From an optimization exercise on the open Yosys and OpenROAD flow, aimed at small area, a short achievable clock period and few clock cycles per item; shortcuts taken in it are not production practice. Where RTL was checked, it was by simulation tests only, not by an equivalence proof against the original. For runs 4 to 7, only the layout was checked, not whether the RTL still works. Power figures rest on the tool's default switching activity, not on a simulated workload. No driver is modelled on the clock port, so clocking that relies on it looks cheaper here than on a real chip.

==> design/flow/design.v <==
package deq_pkg;
  localparam int DEF_CAPACITY   = 16;
  localparam int DEF_DATA_WIDTH = 32;
  localparam int VALUE_W        = 32;
  localparam int COUNT_W        = 5;
  typedef enum logic [1:0] {
    ACT_PUSH_FRONT = 2'd0,
    ACT_PUSH_BACK  = 2'd1,
    ACT_POP_FRONT  = 2'd2,
    ACT_POP_BACK   = 2'd3
  } action_t;
  typedef enum logic [1:0] {
    STAT_OK    = 2'd0,
    STAT_EMPTY = 2'd1,
    STAT_FULL  = 2'd2
  } status_t;
  typedef enum logic {
    ST_IDLE = 1'b0,
    ST_RESP = 1'b1
  } state_t;
  typedef struct packed {
    action_t              action;
    logic [VALUE_W-1:0]   data_in;
  } cmd_t;
  typedef struct packed {
    logic [VALUE_W-1:0]   popped_value;
    status_t              status;
    logic [COUNT_W-1:0]   entry_count;
    logic                 is_empty;
    logic [VALUE_W-1:0]   front_value;
    logic [VALUE_W-1:0]   back_value;
  } res_t;
endpackage
module deq_ram #(
  parameter int WIDTH = 32,
  parameter int DEPTH = 16
) (
  input  logic                     clk,
  input  logic                     we,
  input  logic [$clog2(DEPTH)-1:0] waddr,
  input  logic [WIDTH-1:0]         wdata,
  input  logic [$clog2(DEPTH)-1:0] raddr,
  output logic [WIDTH-1:0]         rdata
);
  logic [WIDTH-1:0] mem [DEPTH];
  always_ff @(posedge clk) begin
    if (we) begin
      mem[waddr] <= wdata;
    end
    rdata <= mem[raddr];
  end
endmodule
module double_ended_queue #(
  parameter int CAPACITY   = deq_pkg::DEF_CAPACITY,
  parameter int DATA_WIDTH = deq_pkg::DEF_DATA_WIDTH
) (
  input  logic           clk,
  input  logic           rst,
  input  logic           start,
  output logic           busy,
  input  logic [33:0]    cmd_bits,
  output logic           done,
  output logic [103:0]   result_bits
);
  localparam int M  = CAPACITY - 2;
  localparam int W  = DATA_WIDTH;
  localparam int CW = $clog2(CAPACITY + 1);
  deq_pkg::cmd_t cmd;
  deq_pkg::res_t result;
  assign cmd         = cmd_bits;
  assign result_bits = result;
  logic          cv;
  logic [1:0]    cact;
  logic [W-1:0]  cdat;
  logic          rst_q;
  logic [W-1:0]  mem [M];
  logic [M-1:0]  ih_oh;      
  logic [M-1:0]  it_oh;      
  logic [CW-1:0] count;
  logic          is_empty;   
  logic          is_one;     
  logic          is_two;     
  logic          is_full;    
  logic [W-1:0]  front_q;    
  logic [W-1:0]  back_q;     
  logic          done_q;
  logic [W-1:0]  popped_q;
  logic [1:0]    stat_q;
  logic          push_f, push_b, pop_f, pop_b;
  logic          do_pf, do_pb, do_qf, do_qb;
  logic          many;       
  logic [M-1:0]  ih_nx;      
  logic [M-1:0]  it_nx;      
  logic [M-1:0]  rsel;       
  logic [W-1:0]  rd;
  logic [W-1:0]  wdata;
  logic [M-1:0]  we;
  assign push_f = (cact == deq_pkg::ACT_PUSH_FRONT);
  assign push_b = (cact == deq_pkg::ACT_PUSH_BACK);
  assign pop_f  = (cact == deq_pkg::ACT_POP_FRONT);
  assign pop_b  = (cact == deq_pkg::ACT_POP_BACK);
  assign do_pf = cv && push_f && !is_full;
  assign do_pb = cv && push_b && !is_full;
  assign do_qf = cv && pop_f && !is_empty;
  assign do_qb = cv && pop_b && !is_empty;
  assign many  = !is_empty && !is_one;
  assign wdata = push_f ? front_q : back_q;
  always_comb begin
    rd = '0;
    for (int i = 0; i < M; i++) begin
      rd = rd | ({W{rsel[i]}} & mem[i]);
      we[i]    = many && ((do_pf && ih_oh[(i+1)%M]) || (do_pb && it_oh[(i+M-1)%M]));
    end
  end
  always_comb begin
    ih_nx = ih_oh;
    it_nx = it_oh;
    if (do_pf && many) begin
      ih_nx = {ih_oh[0], ih_oh[M-1:1]};
    end else if (do_qf && !is_one && !is_two) begin
      ih_nx = {ih_oh[M-2:0], ih_oh[M-1]};
    end
    if (do_pb && many) begin
      it_nx = {it_oh[M-2:0], it_oh[M-1]};
    end else if (do_qb && !is_one && !is_two) begin
      it_nx = {it_oh[0], it_oh[M-1:1]};
    end
  end
  always_ff @(posedge clk) begin
    for (int i = 0; i < M; i++) begin
      if (we[i]) begin
        mem[i] <= wdata;
      end
    end
  end
  always_ff @(posedge clk) begin
    cv     <= start && !rst;
    done_q <= cv && !rst;
    rst_q  <= rst;
    cact   <= cmd.action;
    cdat   <= cmd.data_in;
    rsel   <= cmd.action[0] ? it_nx : ih_nx;
  end
  always_ff @(posedge clk) begin
    if (rst_q) begin
      ih_oh    <= {{(M-1){1'b0}}, 1'b1};
      it_oh    <= {1'b1, {(M-1){1'b0}}};
      count    <= '0;
      is_empty <= 1'b1;
      is_one   <= 1'b0;
      is_two   <= 1'b0;
      is_full  <= 1'b0;
      front_q  <= '0;
      back_q   <= '0;
    end else begin
      ih_oh <= ih_nx;
      it_oh <= it_nx;
      if (do_pf || do_pb) begin
        count    <= count + 1'b1;
        is_empty <= 1'b0;
        is_one   <= is_empty;
        is_two   <= is_one;
        is_full  <= (count == CW'(CAPACITY - 1));
      end else if (do_qf || do_qb) begin
        count    <= count - 1'b1;
        is_empty <= is_one;
        is_one   <= is_two;
        is_two   <= (count == CW'(3));
        is_full  <= 1'b0;
      end
      if (do_pf || (do_pb && is_empty)) begin
        front_q <= cdat;
      end else if (do_qf) begin
        front_q <= is_one ? '0 : (is_two ? back_q : rd);
      end else if (do_qb && is_one) begin
        front_q <= '0;
      end
      if (do_pb || (do_pf && is_empty)) begin
        back_q <= cdat;
      end else if (do_qb) begin
        back_q <= is_one ? '0 : (is_two ? front_q : rd);
      end else if (do_qf && is_one) begin
        back_q <= '0;
      end
    end
  end
  always_ff @(posedge clk) begin
    popped_q <= pop_f ? front_q : (pop_b ? back_q : '0);
    if (push_f || push_b) begin
      stat_q <= is_full ? deq_pkg::STAT_FULL : deq_pkg::STAT_OK;
    end else begin
      stat_q <= is_empty ? deq_pkg::STAT_EMPTY : deq_pkg::STAT_OK;
    end
  end
  always_comb begin
    busy                = 1'b0;
    done                = done_q;
    result.popped_value = popped_q;
    result.status       = deq_pkg::status_t'(stat_q);
    result.entry_count  = count;
    result.is_empty     = is_empty;
    result.front_value  = front_q;
    result.back_value   = back_q;
  end
endmodule
module deque_top (
  input  logic        clk,
  input  logic        rst,
  input  logic        start,
  output logic        busy,
  input  logic [1:0]  cmd_action,
  input  logic [31:0] cmd_data,
  output logic        done,
  output logic [31:0] res_popped,
  output logic [1:0]  res_status,
  output logic [4:0]  res_count,
  output logic        res_empty,
  output logic [31:0] res_front,
  output logic [31:0] res_back
);
  deq_pkg::cmd_t cmd;
  deq_pkg::res_t result;
  assign cmd.action  = deq_pkg::action_t'(cmd_action);
  assign cmd.data_in = cmd_data;
  double_ended_queue u_deq (
    .clk         (clk),
    .rst         (rst),
    .start       (start),
    .busy        (busy),
    .cmd_bits    (cmd),
    .done        (done),
    .result_bits (result)
  );
  assign res_popped = result.popped_value;
  assign res_status = result.status;
  assign res_count  = result.entry_count;
  assign res_empty  = result.is_empty;
  assign res_front  = result.front_value;
  assign res_back   = result.back_value;
endmodule
==> design/flow/flow/run.sh <==
#!/bin/bash
# Standard ORFS layout with two changes: ports get a plain buffer cell, and
# CTS builds larger sink clusters without dummy loads.
set -euo pipefail
export BUFFER_PORTS_ARGS="-buffer_cell sky130_fd_sc_hd__buf_2"
export CTS_ARGS="-sink_clustering_enable -repair_clock_nets -dont_use_dummy_load -buf_list {sky130_fd_sc_hd__clkbuf_8 sky130_fd_sc_hd__clkbuf_16} -sink_clustering_size 30 -sink_clustering_max_diameter 100"
bash standard.sh > standard.log 2>&1
==> design/flow/standard.sh <==
#!/bin/bash
# synth_recipe.tcl (not shown) runs the flow's synth.tcl, then flattens the netlist and writes it again
# the make line also repeats each setting of config.mk as NAME=value (left out here)
make -C /OpenROAD-flow-scripts/flow DESIGN_CONFIG=/design/flow/config.mk WORK_HOME=/design/flow/orfs CLKGATE_MAP_FILE= SYNTH_SCRIPT=/design/flow/synth_recipe.tcl "${@:-finish}"
==> design/flow/config.mk <==
export PLATFORM = sky130hd
export DESIGN_NAME = deque_top
export DESIGN_NICKNAME = deque_top
export VERILOG_FILES = /design/flow/design.v
export SDC_FILE = /design/flow/constraint.sdc
export NUM_CORES = 4
export LEC_CHECK = 0
export CAP_MARGIN = 20
export CORE_MARGIN = 2
export CORE_UTILIZATION = 40
export SETUP_SLACK_MARGIN = 3.0
export SLEW_MARGIN = 20
==> design/flow/constraint.sdc <==
create_clock -name core_clock -period 5.0 [get_ports {clk}]
set_input_delay 1.0000 -clock core_clock [delete_from_list [all_inputs] [get_ports {clk}]]
set_output_delay 1.0000 -clock core_clock [all_outputs]
set_load 0.01 [all_outputs]
==> impl_metrics.env, run 1 <==
export IMPL_outcome="timing/DRC/antenna clean"
export IMPL_setup_violations=0
export IMPL_grt_overflow=0
export IMPL_crit_chain="buf_12, or3_4, nor2_8, buf_6, nand2_4, o21ai_4, buf_12, clkbuf_16"
export IMPL_p_leak_nw=10.8
export IMPL_finalMaxSlewViolations=0
export IMPL_cts_tree="built"
export IMPL_total_power_w=0.00879
export IMPL_grt_max_degree=49
export IMPL_fmax_mhz=466
export IMPL_grt_usage_pct=23.0
export IMPL_yosysWarnings=2
export IMPL_required_ns=5.32
export IMPL_rsz0062_at_grt="true"
export IMPL_drt_iter0_markers=2130
export IMPL_h_tree_depth=1
export IMPL_power_density_nw_per_um2=294
export IMPL_drt_first_pass_iters=6
export IMPL_placed_area_um2=25300
export IMPL_die_height_um=247
export IMPL_boundaryPins=143
export IMPL_dieArea_um2=61200
export IMPL_grt_pass1_vias=15600
export IMPL_fillers=4832
export IMPL_hp_class="flip-flop to flip-flop"
export IMPL_rows=89
export IMPL_detail_route_wl_per_cell_um=29.0
export IMPL_drc=0
export IMPL_syn_num_nets=1588
export IMPL_syn_inst=1547
export IMPL_final_cell_mix="edfxtp_1, a22oi_1, buf_4"
export IMPL_syn_area_um2=23700
export IMPL_synth_top_flop_cell="edfxtp_1"
export IMPL_cp_slowest_cell="or3_4"
export IMPL_clkTransAtPathRegs_ns=0.11
export IMPL_clockRootBuffer="clkbuf_16"
export IMPL_end_kind="flip-flop"
export IMPL_antenna_found_initial=3
export IMPL_dp_hpwl_um=35700
export IMPL_coreArea_um2=58800
export IMPL_yosysSeqAreaShare_pct=72.5
export IMPL_cpMostUsedCell="buf_12"
export IMPL_crit_type="flip-flop to flip-flop"
export IMPL_synth_edff_count=448
export IMPL_port_buffer_count=141
export IMPL_crit_family="simple AND/OR/NAND/NOR gates"
export IMPL_reg2regPathDepth=8
export IMPL_final_cell_area_um2=29900
export IMPL_utilization_pct=50.9
export IMPL_grt_pass1_wl_um=104000
export IMPL_layout_min_cycle_time_ns=2.15
export IMPL_crit_cells=8
export IMPL_cp_data_arrival_time_ns=2.47
export IMPL_period_share_pct=42.9
export IMPL_maxCapViolCount=0
export IMPL_drive_gt1_share_pct=35.6
export IMPL_slowest_delay_ns=0.46
export IMPL_cts_sinks=634
export IMPL_yosysUniqueCellTypes=62
export IMPL_avgViaCountPerCell=6.18
export IMPL_relSlewSlack_pct=40.8
export IMPL_vdd_drop_max_mv=0.250
export IMPL_ys_ff_latch=634
export IMPL_die_w_um=247
export IMPL_syn_avg_cell_area_um2=15.3
export IMPL_timing_final_hold_violations=0
export IMPL_mostFrequentLayoutCell="edfxtp_1"
export IMPL_critPathBufInv=4
export IMPL_async_flop_share_pct=0
export IMPL_nNetsFinal=1900
export IMPL_hold_depth=2
export IMPL_numCtsBuffers=26
export IMPL_initial_utilization_pct=40.3
export IMPL_cts_hold_buffers=0
export IMPL_gp_congestion=0.776
export IMPL_critPathMaxFanout=8
export IMPL_clock_path_buffers=3
export IMPL_tightestPinTransition_ns=0.889
export IMPL_startpoint_type="flip-flop"
export IMPL_syn2layout_area_growth_pct=26.4
export IMPL_wl_um=76400
export IMPL_finClkSkew_ns=0.0587
export IMPL_vias=16300
export IMPL_setup_total_negative_slack_ns=0
export IMPL_insertion_delay_ns=0.61
export IMPL_ant_nets=0
[path summary, 6_finish.rpt]
path	from	endpoint	slack, ns
max reg2reg	u_deq.is_empty	u_deq.mem[3][20]	2.85
min	u_deq.cdat[17]	u_deq.back_q[17]	0.48
min reg2reg	u_deq.cdat[17]	u_deq.back_q[17]	0.48
max	u_deq.is_empty	u_deq.mem[3][20]	2.85
[layout make-up]
cell class	count	area [µm²]	area share (%)
Antenna cell	2	5.00	0.0167
Clock buffer	26	651	2.17
Inverter	20	80.1	0.268
Multi-Input combinational cell	790	6400	21.4
Sequential cell	634	17400	58.1
Tap cell	773	967	3.23
Timing Repair Buffer	387	4440	14.8
[Yosys cell counts (25+ instances only)]
cell type	n	area share, %
a222oi_1	33	1.4
a21oi_1	41	0.87
clkbuf_1	65	1.0
o221a_2	31	1.5
mux2i_1	32	1.4
nand2_1	54	0.86
buf_2	28	0.59
edfxtp_1	448	57
dfxtp_1	186	16
a22oi_1	193	6.1
nor2b_1	36	0.95
nand3_1	36	0.76
o21ai_0	29	0.61
o221ai_1	31	1.1
a221o_1	31	1.3
nand4_1	32	0.85
mux2_2	32	1.5
nor2_1	25	0.40
[flip-flops by register name, indices dropped and copies added (netlist names), 2 cells and up]
signal / count
u_deq.cdat: 32
u_deq.front_q: 32
u_deq.popped_q: 32
u_deq.count: 5
u_deq.mem: 448
u_deq.stat_q: 2
u_deq.ih_oh: 14
u_deq.it_oh: 14
u_deq.cact: 2
u_deq.rsel: 14
u_deq.back_q: 32
[worst min-delay path: stages, from the launching register on]
cell     delay [ns]
dfxtp_1        0.34
a22oi_1        0.06
nand2_1        0.05
[metal layers]
| layer | part of all wire [%] | wire (µm) | global-route usage [%] | vias to the layer above |
|---|---|---|---|---|
| met5 | 0.030 | 23 | 0 | - |
| met4 | 3.3 | 2520 | 5.60 | 4 |
| met3 | 8.1 | 6180 | 2.65 | 141 |
| met2 | 49 | 37700 | 40.1 | 823 |
| met1 | 39 | 30000 | 30.8 | 8365 |
| li1 | - | - | - | 6930 |
[kinds of logic after synthesis]
group	count (synthesis)	synth area share, %
other	1	0.0158
DFF	634	72.5
adders and majority gates	4	0.243
AOI/OAI and AO/OA	460	15.7
buffers and inverters	132	2.56
and+or+nand+nor	250	5.96
xor gates and xnor gates	2	0.0740
muxes	64	2.87
[per-stage QoR]
step / cells / setup WS, ns / hold WS (ns)
6_report: 2632 / 2.85 / 0.484
5_1_grt: 2630 / 2.82 / 0.467
4_1_cts: 2566 / 2.88 / 0.468
3_5_place_dp: 2386 / 1.63 / 0.454
3_3_place_gp: 2386 / 1.66 / 0.452
2_1_floorplan: 1547 / 2.84 / 0.440
[power breakdown]
part	internal (W)	switching, W
clock network	0.000937	0.00152
registers	0.00565	0.0000483
logic	0.000258	0.000379
total	0.00684	0.00195
[repair_timing]
action,4_1_cts,5_1_grt
gates resized for setup,307,66
buffers inserted,130,44
setup endpoints to repair,1112,485
pin swaps,24,25
cloned,24,20
Testbench counts, summed over its fixed seeds: cycles 8,016, items 8,000.
==> run 2: changes to the inputs <==
--- a/design/flow/config.mk
+++ b/design/flow/config.mk
@@ -7,6 +7,6 @@
 export LEC_CHECK = 0
 export CAP_MARGIN = 20
 export CORE_MARGIN = 2
-export CORE_UTILIZATION = 40
-export SETUP_SLACK_MARGIN = 3.0
+export CORE_UTILIZATION = 55
+export SETUP_SLACK_MARGIN = 2.8
 export SLEW_MARGIN = 20
==> impl_metrics.env, run 2 <==
export IMPL_startpoint_type="flip-flop"
export IMPL_critPathBufInv=2
export IMPL_finalMaxSlewViolations=0
export IMPL_yosysSeqAreaShare_pct=72.5
export IMPL_dieArea_um2=44700
export IMPL_outcome="timing/DRC/antenna clean"
export IMPL_reg2regPathDepth=6
export IMPL_hp_class="flip-flop to flip-flop"
export IMPL_timing_final_hold_violations=0
export IMPL_avgViaCountPerCell=6.73
export IMPL_cp_data_arrival_time_ns=2.47
export IMPL_dp_hpwl_um=35500
export IMPL_rr_endpoint="u_deq.mem[4][19]"
export IMPL_crit_family="simple AND/OR/NAND/NOR gates"
export IMPL_grt_overflow=0
export IMPL_die_w_um=211
export IMPL_drt_iter0_markers=2031
export IMPL_crit_type="flip-flop to flip-flop"
export IMPL_fillers=3201
export IMPL_slowest_delay_ns=0.47
export IMPL_required_ns=5.30
export IMPL_h_tree_depth=1
export IMPL_power_density_nw_per_um2=322
export IMPL_rows=76
export IMPL_synth_top_area_share_pct=56.8
export IMPL_critPathCapture="u_deq.mem[4][19]"
export IMPL_maxCapViolCount=0
export IMPL_syn2layout_area_growth_pct=13.2
export IMPL_layout_min_cycle_time_ns=2.18
export IMPL_cts_sinks=634
export IMPL_relSlewSlack_pct=46.1
export IMPL_met3_length_um=4800
export IMPL_cp_slowest_cell="or3_4"
export IMPL_syn_inst=1547
export IMPL_syn_area_um2=23700
export IMPL_final_cell_mix="edfxtp_1, a22oi_1, buf_2"
export IMPL_grt_pass1_vias=14500
export IMPL_r2r_slack_ns=2.82
export IMPL_largest_register_ffs=448
export IMPL_boundaryPins=143
export IMPL_port_buffer_count=141
export IMPL_setup_violations=0
export IMPL_crit_cells=6
export IMPL_synth_most_common_cell="edfxtp_1"
export IMPL_finClkSkew_ns=0.0774
export IMPL_period_share_pct=43.5
export IMPL_async_flop_share_pct=0
export IMPL_yosysWarnings=2
export IMPL_regMostFlops="u_deq.mem"
export IMPL_p_leak_nw=9.56
export IMPL_drc=0
export IMPL_met1_length_um=28600
export IMPL_mostFrequentLayoutCell="edfxtp_1"
export IMPL_grt_pass1_wl_um=96900
export IMPL_worstReg2RegStart="u_deq.is_empty"
export IMPL_insertion_delay_ns=0.61
export IMPL_crit_chain="buf_4, or3_4, nor2_8, nand2_1, o21ai_4, buf_12"
export IMPL_setup_ws_ns=2.82
export IMPL_clock_path_buffers=3
export IMPL_rsz0062_at_grt="true"
export IMPL_critPathMaxFanout=12
export IMPL_highest_layer="met4"
export IMPL_utilization_pct=62.6
export IMPL_end_kind="flip-flop"
export IMPL_tightestPinTransition_ns=0.809
export IMPL_vias=15200
export IMPL_detail_route_wl_per_cell_um=29.1
export IMPL_wl_met2_um=31200
export IMPL_syn_avg_cell_area_um2=15.3
export IMPL_fmax_mhz=460
export IMPL_syn_num_nets=1588
export IMPL_grt_usage_pct=29.5
export IMPL_synth_edff_count=448
export IMPL_synth_area_top_cells="edfxtp_1, dfxtp_1, a22oi_1"
export IMPL_cts_tree="built"
export IMPL_ant_nets=0
export IMPL_numCtsBuffers=25
export IMPL_clockRootBuffer="clkbuf_16"
export IMPL_antenna_cells=0
export IMPL_pre_cts_slack_ns=1.41
export IMPL_die_height_um=211
export IMPL_drive_gt1_share_pct=28.0
export IMPL_nNetsFinal=1761
export IMPL_grt_max_degree=65
export IMPL_coreArea_um2=42800
export IMPL_drt_first_pass_iters=6
export IMPL_ys_ff_latch=634
export IMPL_yosysTopAreaCell="edfxtp_1"
export IMPL_setup_total_negative_slack_ns=0
export IMPL_wl_um=66000
export IMPL_critPathLaunch="u_deq.is_empty"
export IMPL_yosysUniqueCellTypes=62
export IMPL_gp_congestion=0.822
export IMPL_antenna_found_initial=0
export IMPL_synth_top_flop_cell="edfxtp_1"
export IMPL_synth_top_cells_by_count="edfxtp_1, a22oi_1, dfxtp_1"
export IMPL_clkTransAtPathRegs_ns=0.12
export IMPL_worstHoldStart="u_deq.cdat[22]"
export IMPL_vdd_drop_max_mv=0.229
export IMPL_initial_utilization_pct=55.3
run 2: changes by cell type in the layout (fill, tap and decap cells not counted), moves of 6 or more:
| cell | before | now |
|---|---|---|
| dfxtp_4 | 39 | 7 |
| dfxtp_2 | 52 | 61 |
| a211oi_2 | 23 | 17 |
| buf_16 | 11 | 1 |
| buf_12 | 46 | 18 |
| buf_6 | 106 | 15 |
| buf_4 | 135 | 71 |
| buf_2 | 60 | 141 |
| clkbuf_16 | 46 | 25 |
| nand2_1 | 43 | 51 |
| a211oi_1 | 12 | 19 |
| dfxtp_1 | 95 | 118 |
run 2: per-layer routing:
| metal | track usage (%) | vias up |
|---|---|---|
| met1 | 44.3 | 7870 |
| li1 | - | 6632 |
| met2 | 47.0 | 659 |
| met5 | 0 | - |
| met3 | 3.20 | 78 |
| met4 | 6.56 | 0 |
run 2: cells by family after synthesis:
family / Yosys count / synth area share (%)
compound gates: 460 / 15.7
xor+xnor: 2 / 0.0740
fa+ha+maj: 4 / 0.243
buf+inv: 132 / 2.56
flops: 634 / 72.5
mux: 64 / 2.87
other cells: 1 / 0.0158
simple gates: 250 / 5.96
run 2: where the power goes:
part	leakage, nW	total, W	switching (W)	internal [W]
Clock	0.308	0.00241	0.00151	0.000903
Sequential	5.82	0.00572	0.0000604	0.00566
Combinational	3.44	0.000492	0.000325	0.000166
run 2: final cells by class:
| class | count | area, µm² | area share (%) |
|---|---|---|---|
| multi-input cells | 791 | 6300 | 23.5 |
| repair buffers | 248 | 1830 | 6.81 |
| clock buffers | 25 | 626 | 2.33 |
| flip-flops and latches | 634 | 17300 | 64.5 |
| well taps | 546 | 683 | 2.55 |
| inverters | 20 | 80.1 | 0.299 |
run 2: worst min path at each step:
stage / endpoint / slack, ns / depth (start not counted)
2_1_floorplan: u_deq.back_q[0] / 0.44 / 2
3_3_place_gp: u_deq.back_q[23] / 0.45 / 2
3_5_place_dp: u_deq.back_q[27] / 0.46 / 2
4_1_cts: u_deq.cdat[30] / 0.47 / 1
5_1_grt: u_deq.cdat[30] / 0.46 / 1
6_report: u_deq.back_q[22] / 0.49 / 2
run 2: stage by stage:
stage / hold slack [ns] / area (µm²) / power, W / cells
after global placement: 0.448 / 25000 / 0.00628 / 2160
after CTS: 0.466 / 26600 / 0.00864 / 2253
after floorplan: 0.440 / 23800 / 0.00609 / 1547
after detailed placement: 0.457 / 25000 / 0.00629 / 2161
final: 0.487 / 26800 / 0.00862 / 2264
after global routing: 0.461 / 26800 / 0.00887 / 2264
run 2: timing repair:
item	in CTS	in global routing
setup endpoints to repair	888	480
resized for setup	68	58
pin swaps	19	5
buffers inserted	57	11
hold buffers	0	0
cloned	10	0
run 2: tightest hold or removal path: cells and delay by family (launching register included):
family | cells | cell delay, ns
flip-flops | 1 | 0.35
AO/OA/AOI/OAI | 1 | 0.07
AND/OR/NAND/NOR | 1 | 0.05
==> run 3: changes to the inputs <==
--- a/design/flow/config.mk
+++ b/design/flow/config.mk
@@ -7,6 +7,6 @@
 export LEC_CHECK = 0
 export CAP_MARGIN = 20
 export CORE_MARGIN = 2
-export CORE_UTILIZATION = 55
+export CORE_UTILIZATION = 40
 export SETUP_SLACK_MARGIN = 2.8
 export SLEW_MARGIN = 20
==> impl_metrics.env, run 3 <==
export IMPL_drive_gt1_share_pct=28.0
export IMPL_boundaryPins=143
export IMPL_grt_pass1_vias=14800
export IMPL_cts_hold_buffers=0
export IMPL_drt_first_pass_iters=6
export IMPL_port_buffer_count=141
export IMPL_syn_avg_cell_area_um2=15.3
export IMPL_startpoint_type="flip-flop"
export IMPL_required_ns=5.24
export IMPL_ys_ff_latch=634
export IMPL_synth_top_cells_by_count="edfxtp_1, a22oi_1, dfxtp_1"
export IMPL_r2r_slack_ns=2.84
export IMPL_p_clk_share_pct=28.2
export IMPL_power_frac_comb_pct=5.6
export IMPL_yosysUniqueCellTypes=62
export IMPL_p_sw_share_pct=21.9
export IMPL_cp_data_arrival_time_ns=2.40
export IMPL_crit_type="flip-flop to flip-flop"
export IMPL_hp_class="flip-flop to flip-flop"
export IMPL_final_cell_mix="edfxtp_1, a22oi_1, buf_2"
export IMPL_syn2layout_area_growth_pct=13.7
export IMPL_worstHoldStart="u_deq.cdat[30]"
export IMPL_synth_area_top_cells="edfxtp_1, dfxtp_1, a22oi_1"
export IMPL_die_height_um=247
export IMPL_finalMaxSlewViolations=0
export IMPL_antenna_found_initial=0
export IMPL_p_int_w=0.00676
export IMPL_worstReg2RegStart="u_deq.is_empty"
export IMPL_rows=89
export IMPL_initial_utilization_pct=40.3
export IMPL_coreArea_um2=58800
export IMPL_syn_inst=1547
export IMPL_seqPwrFrac_pct=66.2
export IMPL_outcome="timing/DRC/antenna clean"
export IMPL_grt_usage_pct=21.4
export IMPL_layout_min_cycle_time_ns=2.16
export IMPL_regMostFlops="u_deq.mem"
export IMPL_mostFrequentLayoutCell="edfxtp_1"
export IMPL_power_density_nw_per_um2=321
export IMPL_holdWs_ns=0.409
export IMPL_async_flop_share_pct=0
export IMPL_setup_violations=0
export IMPL_detail_route_wl_per_cell_um=27.2
export IMPL_largest_register_ffs=448
export IMPL_die_w_um=247
export IMPL_maxCapViolCount=0
export IMPL_avgViaCountPerCell=6.08
export IMPL_dp_hpwl_um=37800
export IMPL_p_leak_nw=9.49
export IMPL_insertion_delay_ns=0.60
export IMPL_period_share_pct=43.3
export IMPL_synth_edff_count=448
export IMPL_drt_iter0_markers=1565
export IMPL_grt_pass1_wl_um=97300
export IMPL_vdd_drop_max_mv=0.223
export IMPL_tightestPinTransition_ns=1.02
export IMPL_grt_max_degree=47
export IMPL_synth_top_area_share_pct=56.8
export IMPL_yosysWarnings=2
export IMPL_ant_nets=0
export IMPL_clock_path_buffers=3
export IMPL_clockRootBuffer="clkbuf_16"
export IMPL_critPathMaxFanout=30
export IMPL_yosysTopAreaCell="edfxtp_1"
export IMPL_nNetsFinal=1753
export IMPL_rr_endpoint="u_deq.mem[12][0]"
export IMPL_gp_congestion=0.827
export IMPL_timing_final_hold_violations=0
export IMPL_drc=0
export IMPL_synth_top_flop_cell="edfxtp_1"
export IMPL_syn_area_um2=23700
export IMPL_fillers=5125
export IMPL_switchingPower_w=0.00189
export IMPL_hold_depth=2
export IMPL_total_power_w=0.00865
export IMPL_setup_total_negative_slack_ns=0
export IMPL_wl_um=67400
export IMPL_whs_endpoint="u_deq.back_q[30]"
export IMPL_fmax_mhz=462
export IMPL_h_tree_depth=1
export IMPL_cts_sinks=634
export IMPL_end_kind="flip-flop"
export IMPL_vias=15100
export IMPL_synth_most_common_cell="edfxtp_1"
export IMPL_reg2regPathDepth=4
export IMPL_dieArea_um2=61200
export IMPL_antenna_cells=0
export IMPL_clkTransAtPathRegs_ns=0.11
export IMPL_cts_tree="built"
export IMPL_syn_num_nets=1588
export IMPL_finClkSkew_ns=0.0790
export IMPL_grt_overflow=0
export IMPL_yosysSeqAreaShare_pct=72.5
export IMPL_rsz0062_at_grt="true"
export IMPL_numCtsBuffers=26
export IMPL_relSlewSlack_pct=32.3
run 3: cell counts after synthesis:
No cell type changed its count.
run 3: worst max path at each step:
| stage | start | endpoint | depth (start not counted) |
|---|---|---|---|
| 3_5_place_dp | u_deq.cact[0] | u_deq.mem[4][19] | 4 |
| 6_report | u_deq.is_empty | u_deq.mem[12][0] | 4 |
| 2_1_floorplan | u_deq.is_empty | u_deq.mem[0][0] | 5 |
| 4_1_cts | u_deq.cact[0] | u_deq.mem[13][15] | 4 |
| 5_1_grt | u_deq.is_empty | u_deq.mem[11][4] | 5 |
| 3_3_place_gp | u_deq.cact[0] | u_deq.mem[12][1] | 4 |
run 3: timing repair:
action	CTS	global route
setup endpoints to repair	1058	305
pin swaps	18	3
gates resized for setup	90	40
setup buffers	43	19
gates cloned	8	1
run 3: per-stage QoR:
stage	utilization (%)	std cells	area, µm²	worst slack, ns
floorplan	-	1547	23800	2.79
global placement	43.0	2384	25300	1.46
detailed placement	43.1	2386	25300	1.37
CTS	45.4	2463	26700	2.71
global route	45.8	2483	26900	2.80
finish	45.8	2483	26900	2.84
run 3: logic make-up (layout without fill, tap and decap cells):
group / Yosys count / count (layout) / synth area share, %
DFF: 634 / 634 / 72.5
AOI/OAI and AO/OA: 460 / 466 / 15.7
and+or+nand+nor: 250 / 253 / 5.96
buffers and inverters: 132 / 286 / 2.56
muxes: 64 / 64 / 2.87
adders and majority gates: 4 / 4 / 0.243
xor gates and xnor gates: 2 / 2 / 0.0740
other: 1 / 1 / 0.0158
run 3: cell type report:
type,count,area [µm²],area share (%)
flip-flops and latches,634,17300,64.2
inverters,20,80.1,0.297
well taps,773,967,3.59
multi-input cells,790,6280,23.3
clock buffers,26,651,2.42
repair buffers,240,1660,6.17
run 3: per-layer routing:
layer,global-route usage [%],vias to the layer above,routed length [µm]
met1,28.1,7801,27700
met3,2.44,94,4200
met2,37.8,583,34000
li1,-,6610,-
met4,5.30,0,1550
met5,0,-,0
run 3: critical path: stages (launching register included):
cell and delay [ns]:
dfxtp_4 0.38, buf_4 0.15, nor3b_4 0.33, nand2_8 0.29, o21ai_4 0.63
run 3: power by group through the flow:
stage / combinational (W) / clock [W] / sequential [W]
6_report: 0.000486 / 0.00244 / 0.00573
5_1_grt: 0.000523 / 0.00266 / 0.00574
4_1_cts: 0.000479 / 0.00250 / 0.00573
3_5_place_dp: 0.000448 / 0 / 0.00585
3_3_place_gp: 0.000441 / 0 / 0.00584
2_1_floorplan: 0.000267 / 0 / 0.00583
==> run 4: changes to the inputs <==
--- a/design/flow/design.v
+++ b/design/flow/design.v
@@ -106,7 +106,8 @@
   assign many  = !is_empty && !is_one;
   assign wdata = push_f ? front_q : back_q;
   always_comb begin
-    rd = '0;
+    rsel = cact[0] ? it_oh : ih_oh;
+    rd   = '0;
     for (int i = 0; i < M; i++) begin
       rd = rd | ({W{rsel[i]}} & mem[i]);
       we[i]    = many && ((do_pf && ih_oh[(i+1)%M]) || (do_pb && it_oh[(i+M-1)%M]));
@@ -139,7 +140,6 @@
     rst_q  <= rst;
     cact   <= cmd.action;
     cdat   <= cmd.data_in;
-    rsel   <= cmd.action[0] ? it_nx : ih_nx;
   end
   always_ff @(posedge clk) begin
     if (rst_q) begin
==> impl_metrics.env, run 4 <==
export IMPL_outcome="timing/DRC/antenna clean"
export IMPL_power_frac_comb_pct=5.9
export IMPL_h_tree_depth=1
export IMPL_drt_iter0_markers=2397
export IMPL_yosysWarnings=2
export IMPL_insertion_delay_ns=0.60
export IMPL_tightestPinTransition_ns=0.766
export IMPL_grt_overflow=0
export IMPL_antenna_cells=0
export IMPL_synth_top_area_share_pct=57.9
export IMPL_critPathMaxFanout=7
export IMPL_worstHoldStart="cmd_data[9]"
export IMPL_numCtsBuffers=24
export IMPL_p_sw_share_pct=21.8
export IMPL_syn_inst=1524
export IMPL_clkTransAtPathRegs_ns=0.11
export IMPL_fmax_mhz=418
export IMPL_yosysUniqueCellTypes=45
export IMPL_rows=88
export IMPL_grt_busiest_layer="met2"
export IMPL_grt_usage_pct=21.2
export IMPL_seqPwrFrac_pct=66.4
export IMPL_required_ns=5.45
export IMPL_wl_um=71200
export IMPL_timing_final_hold_violations=0
export IMPL_finalMaxSlewViolations=0
export IMPL_cts_sinks=620
export IMPL_synth_top_cells_by_count="edfxtp_1, a22oi_1, dfxtp_1"
export IMPL_grt_pass1_wl_um=94800
export IMPL_vdd_drop_max_mv=0.232
export IMPL_worstReg2RegStart="u_deq.cact[0]"
export IMPL_maxCapViolCount=0
export IMPL_final_cell_mix="edfxtp_1, a22oi_1, buf_2"
export IMPL_coreArea_um2=57600
export IMPL_hp_class="input port to flip-flop"
export IMPL_relSlewSlack_pct=48.9
export IMPL_switchingPower_w=0.00184
export IMPL_syn_avg_cell_area_um2=15.2
export IMPL_power_density_nw_per_um2=311
export IMPL_syn_area_um2=23200
export IMPL_dp_hpwl_um=35200
export IMPL_antenna_found_initial=0
export IMPL_reg2regPathDepth=10
export IMPL_hold_depth=1
export IMPL_drt_first_pass_iters=6
export IMPL_p_leak_nw=9.33
export IMPL_yosysTopAreaCell="edfxtp_1"
export IMPL_drive_gt1_share_pct=29.2
export IMPL_p_clk_share_pct=27.7
export IMPL_die_w_um=245
export IMPL_avgViaCountPerCell=6.25
export IMPL_startpoint_type="flip-flop"
export IMPL_ys_ff_latch=620
export IMPL_layout_min_cycle_time_ns=2.39
export IMPL_boundaryPins=143
export IMPL_largest_register_ffs=448
export IMPL_clockRootBuffer="clkbuf_16"
export IMPL_synth_top_flop_cell="edfxtp_1"
export IMPL_yosysSeqAreaShare_pct=72.7
export IMPL_rr_endpoint="u_deq.front_q[18]"
export IMPL_async_flop_share_pct=0
export IMPL_holdWs_ns=0.504
export IMPL_initial_utilization_pct=40.3
export IMPL_p_int_w=0.00659
export IMPL_grt_util_met2_pct=35.0
export IMPL_grt_max_degree=60
export IMPL_synth_most_common_cell="edfxtp_1"
export IMPL_grt_pass1_vias=14300
export IMPL_synth_area_top_cells="edfxtp_1, dfxtp_1, a22oi_1"
export IMPL_end_kind="flip-flop"
export IMPL_die_height_um=245
export IMPL_port_buffer_count=141
export IMPL_vias=15300
export IMPL_whs_endpoint="u_deq.cdat[9]"
export IMPL_cts_tree="built"
export IMPL_fillers=4891
export IMPL_grtUsageMet3_pct=2.91
export IMPL_setup_violations=0
export IMPL_ant_nets=0
export IMPL_regMostFlops="u_deq.mem"
export IMPL_nNetsFinal=1722
export IMPL_dieArea_um2=60000
export IMPL_crit_type="flip-flop to flip-flop"
export IMPL_rsz0062_at_grt="true"
export IMPL_drc=0
export IMPL_cp_data_arrival_time_ns=2.84
export IMPL_syn_num_nets=1565
export IMPL_syn2layout_area_growth_pct=16.8
export IMPL_r2r_slack_ns=2.61
export IMPL_mostFrequentLayoutCell="edfxtp_1"
export IMPL_cts_hold_buffers=0
export IMPL_period_share_pct=47.8
export IMPL_finClkSkew_ns=0.0348
export IMPL_detail_route_wl_per_cell_um=29.1
export IMPL_gp_congestion=0.778
export IMPL_clock_path_buffers=3
export IMPL_use_met1_pct=29.6
export IMPL_synth_edff_count=448
export IMPL_setup_total_negative_slack_ns=0
[run 4: through the flow]
stage,area [µm²],total power [W],worst slack (ns),cells,util (%)
CTS,26200,0.00842,2.68,2400,45.6
detailed placement,24500,0.00610,2.09,2332,42.6
finish,27100,0.00843,2.61,2444,47.1
global placement,24500,0.00609,2.17,2332,42.6
floorplan,23300,0.00593,2.63,1524,-
global route,27100,0.00865,2.57,2444,47.1
[run 4: cell families after synthesis]
| group | after synthesis | share of synthesized area, % |
|---|---|---|
| flip-flops | 620 | 72.7 |
| AO/OA/AOI/OAI | 411 | 13.6 |
| AND/OR/NAND/NOR | 264 | 6.26 |
| buffers and inverters | 115 | 2.24 |
| multiplexers | 107 | 4.86 |
| adder cells (fa/ha/maj) | 4 | 0.248 |
| XOR/XNOR | 2 | 0.0754 |
| other | 1 | 0.0161 |
[run 4: routing by layer]
metal,up-vias,wire length (µm),share of wire [%]
li1,6455,-,-
met1,7785,28200,40
met2,932,33900,48
met3,111,6950,9.8
met4,0,2200,3.1
met5,-,0,0
[run 4: power groups by stage]
stage	Sequential (W)	Clock, W	Combinational, W
after floorplan	0.00569	0	0.000239
after global placement	0.00571	0	0.000378
after detailed placement	0.00571	0	0.000388
after CTS	0.00560	0.00237	0.000450
after global routing	0.00561	0.00252	0.000521
final	0.00560	0.00234	0.000494
[run 4: how the worst max path moves through the flow]
stage / from / end / slack [ns]
after CTS: u_deq.cact[0] / u_deq.mem[6][26] / 2.68
after global routing: u_deq.cact[0] / u_deq.back_q[0] / 2.57
after detailed placement: u_deq.cv / u_deq.mem[3][6] / 2.09
after floorplan: u_deq.cv / u_deq.mem[3][0] / 2.63
final: u_deq.cact[0] / u_deq.front_q[18] / 2.61
after global placement: u_deq.cact[0] / u_deq.front_q[8] / 2.17
[run 4: what timing repair did]
item,CTS,global route
pin swaps,48,86
setup endpoints to repair,573,540
buffers inserted,30,28
hold endpoints to repair,0,0
cloned,14,16
resized for setup,157,101
[run 4: layout make-up]
type	count	area, µm²	area share [%]
Timing Repair Buffer	211	1540	5.67
Clock buffer	24	601	2.21
Tap cell	765	957	3.53
Sequential cell	620	17000	62.7
Inverter	5	21.3	0.0784
Multi-Input combinational cell	819	7010	25.8
[run 4: worst max-delay path, stage by stage (launching register included)]
cell and delay (ns):
dfxtp_4 0.41, buf_12 0.15, buf_12 0.13, buf_8 0.12, buf_12 0.12, mux2_4 0.36
buf_4 0.17, a22oi_2 0.14, nand4_1 0.31, nor2_2 0.23, o32ai_1 0.11
==> run 5: changes to the inputs <==
--- a/design/flow/design.v
+++ b/design/flow/design.v
@@ -73,6 +73,8 @@
   logic [1:0]    cact;
   logic [W-1:0]  cdat;
   logic          rst_q;
+  logic [M-1:0]  we;         
+  logic [M-1:0]  rsel;       
   logic [W-1:0]  mem [M];
   logic [M-1:0]  ih_oh;      
   logic [M-1:0]  it_oh;      
@@ -86,15 +88,17 @@
   logic          done_q;
   logic [W-1:0]  popped_q;
   logic [1:0]    stat_q;
+  logic [M-1:0]  ih_nx, it_nx;
+  logic [CW-1:0] count_nx;
+  logic          empty_nx, one_nx, two_nx, full_nx;
+  logic [W-1:0]  front_nx, back_nx;
   logic          push_f, push_b, pop_f, pop_b;
   logic          do_pf, do_pb, do_qf, do_qb;
-  logic          many;       
-  logic [M-1:0]  ih_nx;      
-  logic [M-1:0]  it_nx;      
-  logic [M-1:0]  rsel;       
+  logic          deep;       
   logic [W-1:0]  rd;
   logic [W-1:0]  wdata;
-  logic [M-1:0]  we;
+  logic          in_push, in_room;
+  logic [M-1:0]  we_nx;
   assign push_f = (cact == deq_pkg::ACT_PUSH_FRONT);
   assign push_b = (cact == deq_pkg::ACT_PUSH_BACK);
   assign pop_f  = (cact == deq_pkg::ACT_POP_FRONT);
@@ -103,28 +107,12 @@
   assign do_pb = cv && push_b && !is_full;
   assign do_qf = cv && pop_f && !is_empty;
   assign do_qb = cv && pop_b && !is_empty;
-  assign many  = !is_empty && !is_one;
+  assign deep  = !is_empty && !is_one && !is_two;
   assign wdata = push_f ? front_q : back_q;
   always_comb begin
-    rsel = cact[0] ? it_oh : ih_oh;
-    rd   = '0;
+    rd = '0;
     for (int i = 0; i < M; i++) begin
       rd = rd | ({W{rsel[i]}} & mem[i]);
-      we[i]    = many && ((do_pf && ih_oh[(i+1)%M]) || (do_pb && it_oh[(i+M-1)%M]));
-    end
-  end
-  always_comb begin
-    ih_nx = ih_oh;
-    it_nx = it_oh;
-    if (do_pf && many) begin
-      ih_nx = {ih_oh[0], ih_oh[M-1:1]};
-    end else if (do_qf && !is_one && !is_two) begin
-      ih_nx = {ih_oh[M-2:0], ih_oh[M-1]};
-    end
-    if (do_pb && many) begin
-      it_nx = {it_oh[M-2:0], it_oh[M-1]};
-    end else if (do_qb && !is_one && !is_two) begin
-      it_nx = {it_oh[0], it_oh[M-1:1]};
     end
   end
   always_ff @(posedge clk) begin
@@ -132,6 +120,74 @@
       if (we[i]) begin
         mem[i] <= wdata;
       end
+    end
+  end
+  always_comb begin
+    ih_nx    = ih_oh;
+    it_nx    = it_oh;
+    count_nx = count;
+    empty_nx = is_empty;
+    one_nx   = is_one;
+    two_nx   = is_two;
+    full_nx  = is_full;
+    front_nx = front_q;
+    back_nx  = back_q;
+    if (rst_q) begin
+      ih_nx    = {{(M-1){1'b0}}, 1'b1};
+      it_nx    = {1'b1, {(M-1){1'b0}}};
+      count_nx = '0;
+      empty_nx = 1'b1;
+      one_nx   = 1'b0;
+      two_nx   = 1'b0;
+      full_nx  = 1'b0;
+      front_nx = '0;
+      back_nx  = '0;
+    end else begin
+      if (do_pf && !is_empty && !is_one) begin
+        ih_nx = {ih_oh[0], ih_oh[M-1:1]};
+      end else if (do_qf && deep) begin
+        ih_nx = {ih_oh[M-2:0], ih_oh[M-1]};
+      end
+      if (do_pb && !is_empty && !is_one) begin
+        it_nx = {it_oh[M-2:0], it_oh[M-1]};
+      end else if (do_qb && deep) begin
+        it_nx = {it_oh[0], it_oh[M-1:1]};
+      end
+      if (do_pf || do_pb) begin
+        count_nx = count + 1'b1;
+        empty_nx = 1'b0;
+        one_nx   = is_empty;
+        two_nx   = is_one;
+        full_nx  = (count == CW'(CAPACITY - 1));
+      end else if (do_qf || do_qb) begin
+        count_nx = count - 1'b1;
+        empty_nx = is_one;
+        one_nx   = is_two;
+        two_nx   = (count == CW'(3));
+        full_nx  = 1'b0;
+      end
+      if (do_pf || (do_pb && is_empty)) begin
+        front_nx = cdat;
+      end else if (do_qf) begin
+        front_nx = is_one ? '0 : (is_two ? back_q : rd);
+      end else if (do_qb && is_one) begin
+        front_nx = '0;
+      end
+      if (do_pb || (do_pf && is_empty)) begin
+        back_nx = cdat;
+      end else if (do_qb) begin
+        back_nx = is_one ? '0 : (is_two ? front_q : rd);
+      end else if (do_qf && is_one) begin
+        back_nx = '0;
+      end
+    end
+  end
+  assign in_push = start && !rst && !cmd.action[1];
+  assign in_room = !empty_nx && !one_nx && !full_nx;
+  always_comb begin
+    for (int i = 0; i < M; i++) begin
+      we_nx[i] = in_push && in_room &&
+                 (cmd.action[0] ? it_nx[(i+M-1)%M] : ih_nx[(i+1)%M]);
     end
   end
   always_ff @(posedge clk) begin
@@ -140,49 +196,19 @@
     rst_q  <= rst;
     cact   <= cmd.action;
     cdat   <= cmd.data_in;
-  end
-  always_ff @(posedge clk) begin
-    if (rst_q) begin
-      ih_oh    <= {{(M-1){1'b0}}, 1'b1};
-      it_oh    <= {1'b1, {(M-1){1'b0}}};
-      count    <= '0;
-      is_empty <= 1'b1;
-      is_one   <= 1'b0;
-      is_two   <= 1'b0;
-      is_full  <= 1'b0;
-      front_q  <= '0;
-      back_q   <= '0;
-    end else begin
-      ih_oh <= ih_nx;
-      it_oh <= it_nx;
-      if (do_pf || do_pb) begin
-        count    <= count + 1'b1;
-        is_empty <= 1'b0;
-        is_one   <= is_empty;
-        is_two   <= is_one;
-        is_full  <= (count == CW'(CAPACITY - 1));
-      end else if (do_qf || do_qb) begin
-        count    <= count - 1'b1;
-        is_empty <= is_one;
-        is_one   <= is_two;
-        is_two   <= (count == CW'(3));
-        is_full  <= 1'b0;
-      end
-      if (do_pf || (do_pb && is_empty)) begin
-        front_q <= cdat;
-      end else if (do_qf) begin
-        front_q <= is_one ? '0 : (is_two ? back_q : rd);
-      end else if (do_qb && is_one) begin
-        front_q <= '0;
-      end
-      if (do_pb || (do_pf && is_empty)) begin
-        back_q <= cdat;
-      end else if (do_qb) begin
-        back_q <= is_one ? '0 : (is_two ? front_q : rd);
-      end else if (do_qf && is_one) begin
-        back_q <= '0;
-      end
-    end
+    rsel   <= cmd.action[0] ? it_nx : ih_nx;
+    we     <= we_nx;
+  end
+  always_ff @(posedge clk) begin
+    ih_oh    <= ih_nx;
+    it_oh    <= it_nx;
+    count    <= count_nx;
+    is_empty <= empty_nx;
+    is_one   <= one_nx;
+    is_two   <= two_nx;
+    is_full  <= full_nx;
+    front_q  <= front_nx;
+    back_q   <= back_nx;
   end
   always_ff @(posedge clk) begin
     popped_q <= pop_f ? front_q : (pop_b ? back_q : '0);
--- a/design/flow/config.mk
+++ b/design/flow/config.mk
@@ -8,5 +8,5 @@
 export CAP_MARGIN = 20
 export CORE_MARGIN = 2
 export CORE_UTILIZATION = 40
-export SETUP_SLACK_MARGIN = 2.8
+export SETUP_SLACK_MARGIN = 2.85
 export SLEW_MARGIN = 20
==> impl_metrics.env, run 5 <==
export IMPL_mostFrequentLayoutCell="edfxtp_1"
export IMPL_synth_most_common_cell="edfxtp_1"
export IMPL_largest_register_ffs=448
export IMPL_rows=89
export IMPL_cp_slowest_cell="or4b_4"
export IMPL_die_w_um=249
export IMPL_maxCapViolCount=0
export IMPL_yosysSeqAreaShare_pct=72.5
export IMPL_setup_violations=0
export IMPL_antenna_found_initial=1
export IMPL_drt_first_pass_iters=6
export IMPL_dieArea_um2=62200
export IMPL_vdd_drop_max_mv=0.217
export IMPL_synth_edff_count=448
export IMPL_ant_nets=0
export IMPL_clock_path_buffers=3
export IMPL_coreArea_um2=59200
export IMPL_layout_min_cycle_time_ns=2.15
export IMPL_period_share_pct=42.9
export IMPL_setup_total_negative_slack_ns=0
export IMPL_crit_type="flip-flop to flip-flop"
export IMPL_relSlewSlack_pct=35.4
export IMPL_critPathMaxFanout=12
export IMPL_drc=0
export IMPL_seqPwrFrac_pct=66.6
export IMPL_power_frac_comb_pct=5.8
export IMPL_slowest_delay_ns=0.62
export IMPL_fillers=5266
export IMPL_syn2layout_area_growth_pct=13.7
export IMPL_power_density_nw_per_um2=319
export IMPL_rsz0062_at_grt="true"
export IMPL_startpoint_type="flip-flop"
export IMPL_insertion_delay_ns=0.61
export IMPL_avgViaCountPerCell=5.91
export IMPL_multi_input_area_um2=6100
export IMPL_regArea_um2=17700
export IMPL_p_int_w=0.00684
export IMPL_grt_usage_pct=21.5
export IMPL_ys_ff_latch=648
export IMPL_drive_gt1_share_pct=22.4
export IMPL_timing_final_hold_violations=0
export IMPL_critPathBufInv=1
export IMPL_finalMaxSlewViolations=0
export IMPL_synth_top_area_share_pct=55.8
export IMPL_vias=15600
export IMPL_p_leak_nw=9.25
export IMPL_nNetsFinal=1917
export IMPL_synth_top_cells_by_count="edfxtp_1, a22oi_1, dfxtp_1"
export IMPL_end_kind="flip-flop"
export IMPL_crit_family="simple AND/OR/NAND/NOR gates"
export IMPL_grt_max_degree=57
export IMPL_regMostFlops="u_deq.mem"
export IMPL_yosysTopAreaCell="edfxtp_1"
export IMPL_wl_um=70100
export IMPL_syn_avg_cell_area_um2=14.1
export IMPL_cp_data_arrival_time_ns=2.67
export IMPL_cts_sinks=648
export IMPL_fin_cells=2647
export IMPL_final_cell_mix="edfxtp_1, a22oi_1, buf_2"
export IMPL_utilization_pct=46.2
export IMPL_outcome="timing/DRC/antenna clean"
export IMPL_yosysWarnings=2
export IMPL_required_ns=5.52
export IMPL_grt_pass1_wl_um=101000
export IMPL_dp_hpwl_um=35700
export IMPL_crit_chain="or4b_4, nor2_4, buf_12, a211oi_2, nor3_1, o21a_1"
export IMPL_async_flop_share_pct=0
export IMPL_gp_congestion=0.752
export IMPL_p_clk_share_pct=27.6
export IMPL_boundaryPins=143
export IMPL_port_buffer_count=141
export IMPL_synth_area_top_cells="edfxtp_1, dfxtp_1, a22oi_1"
export IMPL_syn_num_nets=1754
export IMPL_tightestPinTransition_ns=0.963
export IMPL_yosysUniqueCellTypes=60
export IMPL_syn_inst=1713
export IMPL_drt_iter0_markers=1922
export IMPL_h_tree_depth=1
export IMPL_holdWs_ns=0.484
export IMPL_antenna_cells=0
export IMPL_syn_area_um2=24100
export IMPL_finClkSkew_ns=0.0650
export IMPL_clkTransAtPathRegs_ns=0.12
export IMPL_initial_utilization_pct=40.7
export IMPL_hp_class="input port to flip-flop"
export IMPL_grt_pass1_vias=15600
export IMPL_place_inst=2560
export IMPL_grt_overflow=0
export IMPL_cts_tree="built"
export IMPL_detail_route_wl_per_cell_um=26.5
export IMPL_p_sw_share_pct=21.6
export IMPL_clockRootBuffer="clkbuf_16"
export IMPL_numCtsBuffers=25
export IMPL_die_height_um=249
export IMPL_synth_top_flop_cell="edfxtp_1"
export IMPL_fmax_mhz=466
export IMPL_switchingPower_w=0.00189
==> run 5: worst paths after layout <==
kind,depth (start not counted),end,slack [ns],startpoint
min reg2reg,2,u_deq.it_oh[10],0.53,u_deq.it_oh[9]
min,1,u_deq.cdat[13],0.48,cmd_data[13]
max,6,u_deq.we[7],2.85,u_deq.is_one
max reg2reg,6,u_deq.we[7],2.85,u_deq.is_one
==> run 5: per-layer routing <==
layer,global-route usage (%),routed length [µm]
met1,27.6,27800
met2,37.4,35200
met3,3.04,5310
met4,7.19,1820
met5,0,0
==> run 5: kinds of logic after synthesis <==
kind of cell / synth area share (%)
xor+xnor: 0.109
mux: 1.33
flops: 72.5
simple gates: 7.22
buf+inv: 3.06
other cells: 0.0156
compound gates: 15.6
fa+ha+maj: 0.239
==> run 5: power by group through the flow <==
stage	clock (W)	combinational [W]	sequential [W]
5_1_grt	0.00262	0.000546	0.00581
2_1_floorplan	0	0.000249	0.00594
6_report	0.00241	0.000508	0.00581
3_3_place_gp	0	0.000408	0.00595
4_1_cts	0.00246	0.000465	0.00582
3_5_place_dp	0	0.000423	0.00595
==> run 5: worst register-to-register path, stage by stage, from the launching register on <==
cell      delay [ns]
dfxtp_1         0.45
or4b_4          0.62
nor2_4          0.15
buf_12          0.15
a211oi_2        0.06
nor3_1          0.43
o21a_1          0.19
==> run 5: through the flow <==
step	worst slack (ns)	instance area, µm²	total power (W)
5_1_grt	2.85	27400	0.00898
3_5_place_dp	1.88	25700	0.00638
3_3_place_gp	1.95	25700	0.00636
2_1_floorplan	2.97	24100	0.00619
6_report	2.85	27400	0.00872
4_1_cts	2.69	26900	0.00875
==> run 5: cell type report <==
cell class	instances	area share [%]
Sequential cell	648	64.6
Multi-Input combinational cell	887	22.3
Timing Repair Buffer	244	6.38
Tap cell	773	3.53
Clock buffer	25	2.28
Inverter	70	0.969
==> run 5: what timing repair did <==
| item | CTS | global route |
|---|---|---|
| hold buffers | 0 | 0 |
| setup endpoints to repair | 597 | 194 |
| gates cloned | 4 | 1 |
| pin swaps | 5 | 2 |
| buffers inserted | 22 | 35 |
| gates resized for setup | 122 | 64 |
==> run 6: changes to the inputs <==
--- a/design/flow/design.v
+++ b/design/flow/design.v
@@ -73,7 +73,8 @@
   logic [1:0]    cact;
   logic [W-1:0]  cdat;
   logic          rst_q;
-  logic [M-1:0]  we;         
+  logic          wr_f;       
+  logic          wr_b;       
   logic [M-1:0]  rsel;       
   logic [W-1:0]  mem [M];
   logic [M-1:0]  ih_oh;      
@@ -98,7 +99,7 @@
   logic [W-1:0]  rd;
   logic [W-1:0]  wdata;
   logic          in_push, in_room;
-  logic [M-1:0]  we_nx;
+  logic [M-1:0]  we;
   assign push_f = (cact == deq_pkg::ACT_PUSH_FRONT);
   assign push_b = (cact == deq_pkg::ACT_PUSH_BACK);
   assign pop_f  = (cact == deq_pkg::ACT_POP_FRONT);
@@ -186,8 +187,7 @@
   assign in_room = !empty_nx && !one_nx && !full_nx;
   always_comb begin
     for (int i = 0; i < M; i++) begin
-      we_nx[i] = in_push && in_room &&
-                 (cmd.action[0] ? it_nx[(i+M-1)%M] : ih_nx[(i+1)%M]);
+      we[i] = (wr_f && ih_oh[(i+1)%M]) || (wr_b && it_oh[(i+M-1)%M]);
     end
   end
   always_ff @(posedge clk) begin
@@ -197,7 +197,8 @@
     cact   <= cmd.action;
     cdat   <= cmd.data_in;
     rsel   <= cmd.action[0] ? it_nx : ih_nx;
-    we     <= we_nx;
+    wr_f   <= in_push && in_room && !cmd.action[0];
+    wr_b   <= in_push && in_room && cmd.action[0];
   end
   always_ff @(posedge clk) begin
     ih_oh    <= ih_nx;
--- a/design/flow/config.mk
+++ b/design/flow/config.mk
@@ -8,5 +8,5 @@
 export CAP_MARGIN = 20
 export CORE_MARGIN = 2
 export CORE_UTILIZATION = 40
-export SETUP_SLACK_MARGIN = 2.85
+export SETUP_SLACK_MARGIN = 2.8
 export SLEW_MARGIN = 20
==> impl_metrics.env, run 6 <==
export IMPL_seqPwrFrac_pct=67.2
export IMPL_boundaryPins=143
export IMPL_numCtsBuffers=25
export IMPL_pre_cts_slack_ns=1.91
export IMPL_drt_iter0_markers=1739
export IMPL_outcome="timing/DRC/antenna clean"
export IMPL_cp_slowest_cell="dfxtp_4"
export IMPL_setup_violations=0
export IMPL_grt_pass1_vias=15300
export IMPL_mostFrequentLayoutCell="edfxtp_1"
export IMPL_die_height_um=248
export IMPL_h_tree_depth=1
export IMPL_dieArea_um2=61300
export IMPL_vdd_drop_max_mv=0.227
export IMPL_synth_edff_count=448
export IMPL_drt_first_pass_iters=6
export IMPL_nNetsFinal=1870
export IMPL_yosysUniqueCellTypes=48
export IMPL_required_ns=5.42
export IMPL_antenna_found_initial=0
export IMPL_synth_top_area_share_pct=56.7
export IMPL_clock_path_buffers=3
export IMPL_period_share_pct=43.8
export IMPL_grt_overflow=0
export IMPL_ys_ff_latch=636
export IMPL_coreArea_um2=58800
export IMPL_avgViaCountPerCell=6.00
export IMPL_slowest_delay_ns=0.42
export IMPL_fillers=5296
export IMPL_place_inst=2563
export IMPL_yosysSeqAreaShare_pct=72.5
export IMPL_finalMaxSlewViolations=0
export IMPL_insertion_delay_ns=0.61
export IMPL_final_cell_mix="edfxtp_1, a22oi_1, buf_2"
export IMPL_synth_area_top_cells="edfxtp_1, dfxtp_1, a22oi_1"
export IMPL_grt_pass1_wl_um=100000
export IMPL_regArea_um2=17300
export IMPL_crit_type="flip-flop to flip-flop"
export IMPL_rsz0062_at_grt="true"
export IMPL_timing_final_hold_violations=0
export IMPL_drc=0
export IMPL_vias=15600
export IMPL_fmax_mhz=456
export IMPL_finClkSkew_ns=0.0845
export IMPL_crit_chain="nor3b_4, inv_2, ha_1, a21o_1, a21oi_1, mux2i_1, mux2_2"
export IMPL_p_leak_nw=8.56
export IMPL_cts_sinks=636
export IMPL_syn2layout_area_growth_pct=10.7
export IMPL_end_kind="flip-flop"
export IMPL_regMostFlops="u_deq.mem"
export IMPL_critPathBufInv=1
export IMPL_power_frac_comb_pct=4.7
export IMPL_layout_min_cycle_time_ns=2.19
export IMPL_grt_max_degree=67
export IMPL_multi_input_area_um2=5940
export IMPL_port_buffer_count=141
export IMPL_grt_usage_pct=22.0
export IMPL_tightestPinTransition_ns=0.935
export IMPL_clkTransAtPathRegs_ns=0.11
export IMPL_drive_gt1_share_pct=18.6
export IMPL_async_flop_share_pct=0
export IMPL_p_sw_share_pct=21.4
export IMPL_p_int_w=0.00670
export IMPL_crit_family="multiplexers"
export IMPL_startpoint_type="flip-flop"
export IMPL_syn_area_um2=23700
export IMPL_switchingPower_w=0.00182
export IMPL_detail_route_wl_per_cell_um=26.4
export IMPL_dp_hpwl_um=36000
export IMPL_p_clk_share_pct=28.2
export IMPL_wl_um=68500
export IMPL_power_density_nw_per_um2=324
export IMPL_yosysTopAreaCell="edfxtp_1"
export IMPL_hp_class="input port to flip-flop"
export IMPL_maxCapViolCount=0
export IMPL_rows=89
export IMPL_yosysWarnings=2
export IMPL_initial_utilization_pct=40.4
export IMPL_antenna_cells=0
export IMPL_cts_tree="built"
export IMPL_syn_num_nets=1759
export IMPL_largest_register_ffs=448
export IMPL_synth_top_flop_cell="edfxtp_1"
export IMPL_setup_total_negative_slack_ns=0
export IMPL_setup_ws_ns=2.81
export IMPL_clockRootBuffer="clkbuf_16"
export IMPL_relSlewSlack_pct=37.2
export IMPL_cp_data_arrival_time_ns=2.61
export IMPL_syn_inst=1718
export IMPL_fin_cells=2600
export IMPL_die_w_um=248
export IMPL_synth_top_cells_by_count="edfxtp_1, a22oi_1, dfxtp_1"
export IMPL_synth_most_common_cell="edfxtp_1"
export IMPL_ant_nets=0
export IMPL_gp_congestion=0.769
export IMPL_syn_avg_cell_area_um2=13.8
export IMPL_critPathMaxFanout=14
[run 6: worst paths after layout]
path	start	end	slack, ns	cells past startpoint
worst min register to register	u_deq.count[2]	u_deq.count[2]	0.54	2
worst max-delay path	u_deq.cact[1]	u_deq.count[4]	2.81	7
worst min-delay path	cmd_data[11]	u_deq.cdat[11]	0.48	1
worst max register to register	u_deq.cact[1]	u_deq.count[4]	2.81	7
[run 6: metrics by stage]
stage	hold WS (ns)	util, %	power [W]	instance area (µm²)
floorplan	0.468	-	0.00604	23700
global placement	0.516	43.1	0.00620	25300
detailed placement	0.528	43.1	0.00621	25300
CTS	0.471	44.5	0.00854	26200
global route	0.469	44.7	0.00875	26300
finish	0.482	44.7	0.00851	26300
[run 6: cell type report]
class,count,area share [%]
inverter,70,1.00
timing repair buffer,197,4.43
tap,773,3.68
clock buffer,25,2.38
sequential,636,65.9
multi-input combinational,899,22.6
[run 6: repair_timing]
item | 4_1_cts | 5_1_grt
pin swaps | 1 | 1
buffers inserted | 7 | 3
cloned | 2 | 0
hold buffers | 0 | 0
resized for setup | 81 | 35
setup endpoints to repair | 506 | 193
[run 6: cell families after synthesis]
group | Yosys count | synth area share (%)
AO/OA/AOI/OAI | 510 | 15.4
XOR/XNOR | 3 | 0.111
adder cells (fa/ha/maj) | 4 | 0.242
buffers and inverters | 185 | 3.09
flip-flops | 636 | 72.5
multiplexers | 35 | 1.49
other | 1 | 0.0158
AND/OR/NAND/NOR | 344 | 7.17
[run 6: metal layers]
metal | routed length [µm] | vias to the layer above | GRT usage (%)
li1 | - | 6832 | -
met1 | 27900 | 7956 | 29.9
met5 | 0 | - | 0
met2 | 33900 | 694 | 37.7
met4 | 1620 | 0 | 5.57
met3 | 5150 | 109 | 2.60
[run 6: worst register-to-register path, cell delays in order (launching register included)]
cell and delay (ns):
dfxtp_4 0.42, nor3b_4 0.24, inv_2 0.11, ha_1 0.34
a21o_1 0.17, a21oi_1 0.18, mux2i_1 0.27, mux2_2 0.36
[run 6: power groups by stage]
stage	Sequential [W]	Clock (W)	Combinational (W)
5_1_grt	0.00573	0.00259	0.000434
6_report	0.00572	0.00240	0.000398
3_3_place_gp	0.00584	0	0.000360
3_5_place_dp	0.00584	0	0.000370
4_1_cts	0.00572	0.00243	0.000393
2_1_floorplan	0.00582	0	0.000222
==> run 7: changes to the inputs <==
--- a/design/flow/config.mk
+++ b/design/flow/config.mk
@@ -8,5 +8,5 @@
 export CAP_MARGIN = 20
 export CORE_MARGIN = 2
 export CORE_UTILIZATION = 40
-export SETUP_SLACK_MARGIN = 2.8
+export SETUP_SLACK_MARGIN = 2.95
 export SLEW_MARGIN = 20
==> impl_metrics.env, run 7 <==
export IMPL_clock_path_buffers=3
export IMPL_wl_um=70600
export IMPL_period_share_pct=42.3
export IMPL_synth_top_cells_by_count="edfxtp_1, a22oi_1, dfxtp_1"
export IMPL_setup_total_negative_slack_ns=0
export IMPL_power_density_nw_per_um2=311
export IMPL_required_ns=4.00
export IMPL_nNetsFinal=1937
export IMPL_crit_chain="buf_6"
export IMPL_initial_utilization_pct=40.4
export IMPL_mostFrequentLayoutCell="edfxtp_1"
export IMPL_ys_ff_latch=636
export IMPL_crit_type="flip-flop to output port"
export IMPL_synth_edff_count=448
export IMPL_vias=15900
export IMPL_rr_endpoint="u_deq.count[4]"
export IMPL_coreArea_um2=58800
export IMPL_synth_top_area_share_pct=56.7
export IMPL_setup_violations=0
export IMPL_regMostFlops="u_deq.mem"
export IMPL_die_height_um=248
export IMPL_grt_pass1_wl_um=99900
export IMPL_finalMaxSlewViolations=0
export IMPL_ant_nets=0
export IMPL_pre_cts_slack_ns=2.28
export IMPL_vdd_drop_max_mv=0.279
export IMPL_cp_data_arrival_time_ns=1.12
export IMPL_worstReg2RegStart="u_deq.cact[1]"
export IMPL_p_leak_nw=9.06
export IMPL_largest_register_ffs=448
export IMPL_fin_cells=2668
export IMPL_yosysTopAreaCell="edfxtp_1"
export IMPL_numCtsBuffers=25
export IMPL_cts_tree="built"
export IMPL_total_power_w=0.00858
export IMPL_dieArea_um2=61300
export IMPL_insertion_delay_ns=0.61
export IMPL_async_flop_share_pct=0
export IMPL_critPathBufInv=1
export IMPL_syn2layout_area_growth_pct=16.1
export IMPL_tightestPinTransition_ns=0.999
export IMPL_cp_slowest_cell="dfxtp_4"
export IMPL_slowest_delay_ns=0.43
export IMPL_fmax_mhz=472
export IMPL_h_tree_depth=1
export IMPL_syn_num_nets=1759
export IMPL_final_cell_mix="edfxtp_1, a22oi_1, buf_4"
export IMPL_setup_ws_ns=2.88
export IMPL_end_kind="output port"
export IMPL_whs_endpoint="u_deq.cdat[7]"
export IMPL_finClkSkew_ns=0.0738
export IMPL_drive_gt1_share_pct=24.3
export IMPL_clockRootBuffer="clkbuf_16"
export IMPL_reg2regPathDepth=7
export IMPL_hold_depth=1
export IMPL_crit_family="flip-flops"
export IMPL_hp_class="input port to flip-flop"
export IMPL_maxCapViolCount=0
export IMPL_drt_iter0_markers=2062
export IMPL_drt_first_pass_iters=6
export IMPL_antenna_found_initial=1
export IMPL_detail_route_wl_per_cell_um=26.4
export IMPL_die_w_um=248
export IMPL_rows=89
export IMPL_clkTransAtPathRegs_ns=0.11
export IMPL_cts_sinks=636
export IMPL_grt_usage_pct=22.1
export IMPL_r2r_slack_ns=2.94
export IMPL_port_buffer_count=141
export IMPL_grt_overflow=0
export IMPL_avgViaCountPerCell=5.95
export IMPL_cts_hold_buffers=0
export IMPL_synth_area_top_cells="edfxtp_1, dfxtp_1, a22oi_1"
export IMPL_boundaryPins=143
export IMPL_relSlewSlack_pct=33.4
export IMPL_grt_pass1_vias=15400
export IMPL_startpoint_type="flip-flop"
export IMPL_rsz0062_at_grt="true"
export IMPL_final_cell_area_um2=27600
export IMPL_place_inst=2559
export IMPL_synth_most_common_cell="edfxtp_1"
export IMPL_outcome="timing/DRC/antenna clean"
export IMPL_syn_inst=1718
export IMPL_synth_top_flop_cell="edfxtp_1"
export IMPL_timing_final_hold_violations=0
export IMPL_yosysUniqueCellTypes=48
export IMPL_critPathMaxFanout=2
export IMPL_drc=0
export IMPL_yosysWarnings=2
export IMPL_layout_min_cycle_time_ns=2.12
export IMPL_yosysSeqAreaShare_pct=72.5
export IMPL_fillers=5161
export IMPL_grt_max_degree=80
export IMPL_dp_hpwl_um=35700
export IMPL_syn_avg_cell_area_um2=13.8
export IMPL_worstHoldStart="cmd_data[7]"
export IMPL_placed_area_um2=25300
export IMPL_gp_congestion=0.817
export IMPL_syn_area_um2=23700
run 7: layout make-up:
| class | instances | area [µm²] | area share (%) |
|---|---|---|---|
| diodes | 1 | 2.50 | 0.00908 |
| multi-input cells | 899 | 6040 | 21.9 |
| clock buffers | 25 | 626 | 2.27 |
| flip-flops and latches | 636 | 17400 | 63.2 |
| well taps | 773 | 967 | 3.51 |
| repair buffers | 264 | 2240 | 8.11 |
| inverters | 70 | 265 | 0.962 |
run 7: stage by stage:
step	util, %	hold WS (ns)
floorplan	-	0.468
global placement	43.1	0.503
detailed placement	43.1	0.509
CTS	46.4	0.461
global route	46.9	0.460
finish	46.9	0.485
run 7: logic make-up after synthesis:
kind of cell / after synthesis / synth area share (%)
fa+ha+maj: 4 / 0.242
flops: 636 / 72.5
buf+inv: 185 / 3.09
other cells: 1 / 0.0158
simple gates: 344 / 7.17
mux: 35 / 1.49
xor+xnor: 3 / 0.111
compound gates: 510 / 15.4
run 7: per-layer routing:
| layer | share of wire [%] | GRT usage, % | vias up |
|---|---|---|---|
| met5 | 0 | 0.318 | - |
| met4 | 3.2 | 7.45 | 0 |
| met3 | 8.7 | 3.48 | 119 |
| met2 | 48 | 37.4 | 819 |
| met1 | 40 | 28.9 | 7973 |
| li1 | - | - | 6973 |
run 7: worst max path at each step:
stage                      startpoint           endpoint  depth (start not counted)
floorplan               u_deq.cact[1]     u_deq.count[4]                          8
global route         u_deq.back_q[15]       res_back[15]                          1
global placement        u_deq.cact[1]    u_deq.mem[7][1]                          4
CTS                 u_deq.front_q[13]      res_front[13]                          1
finish               u_deq.back_q[15]       res_back[15]                          1
detailed placement      u_deq.cact[1]  u_deq.mem[12][22]                          4
run 7: timing repair:
| action | CTS | global route |
|---|---|---|
| gates cloned | 0 | 2 |
| endpoints found under the hold margin | 0 | 0 |
| pin swaps | 1 | 8 |
| resized for setup | 258 | 49 |
| setup endpoints to repair | 645 | 189 |
| buffers inserted | 73 | 8 |
run 7: power breakdown:
part / internal (W) / switching (W)
combinational: 0.000191 / 0.000289
sequential: 0.00565 / 0.0000558
clock: 0.000903 / 0.00150
total: 0.00674 / 0.00184
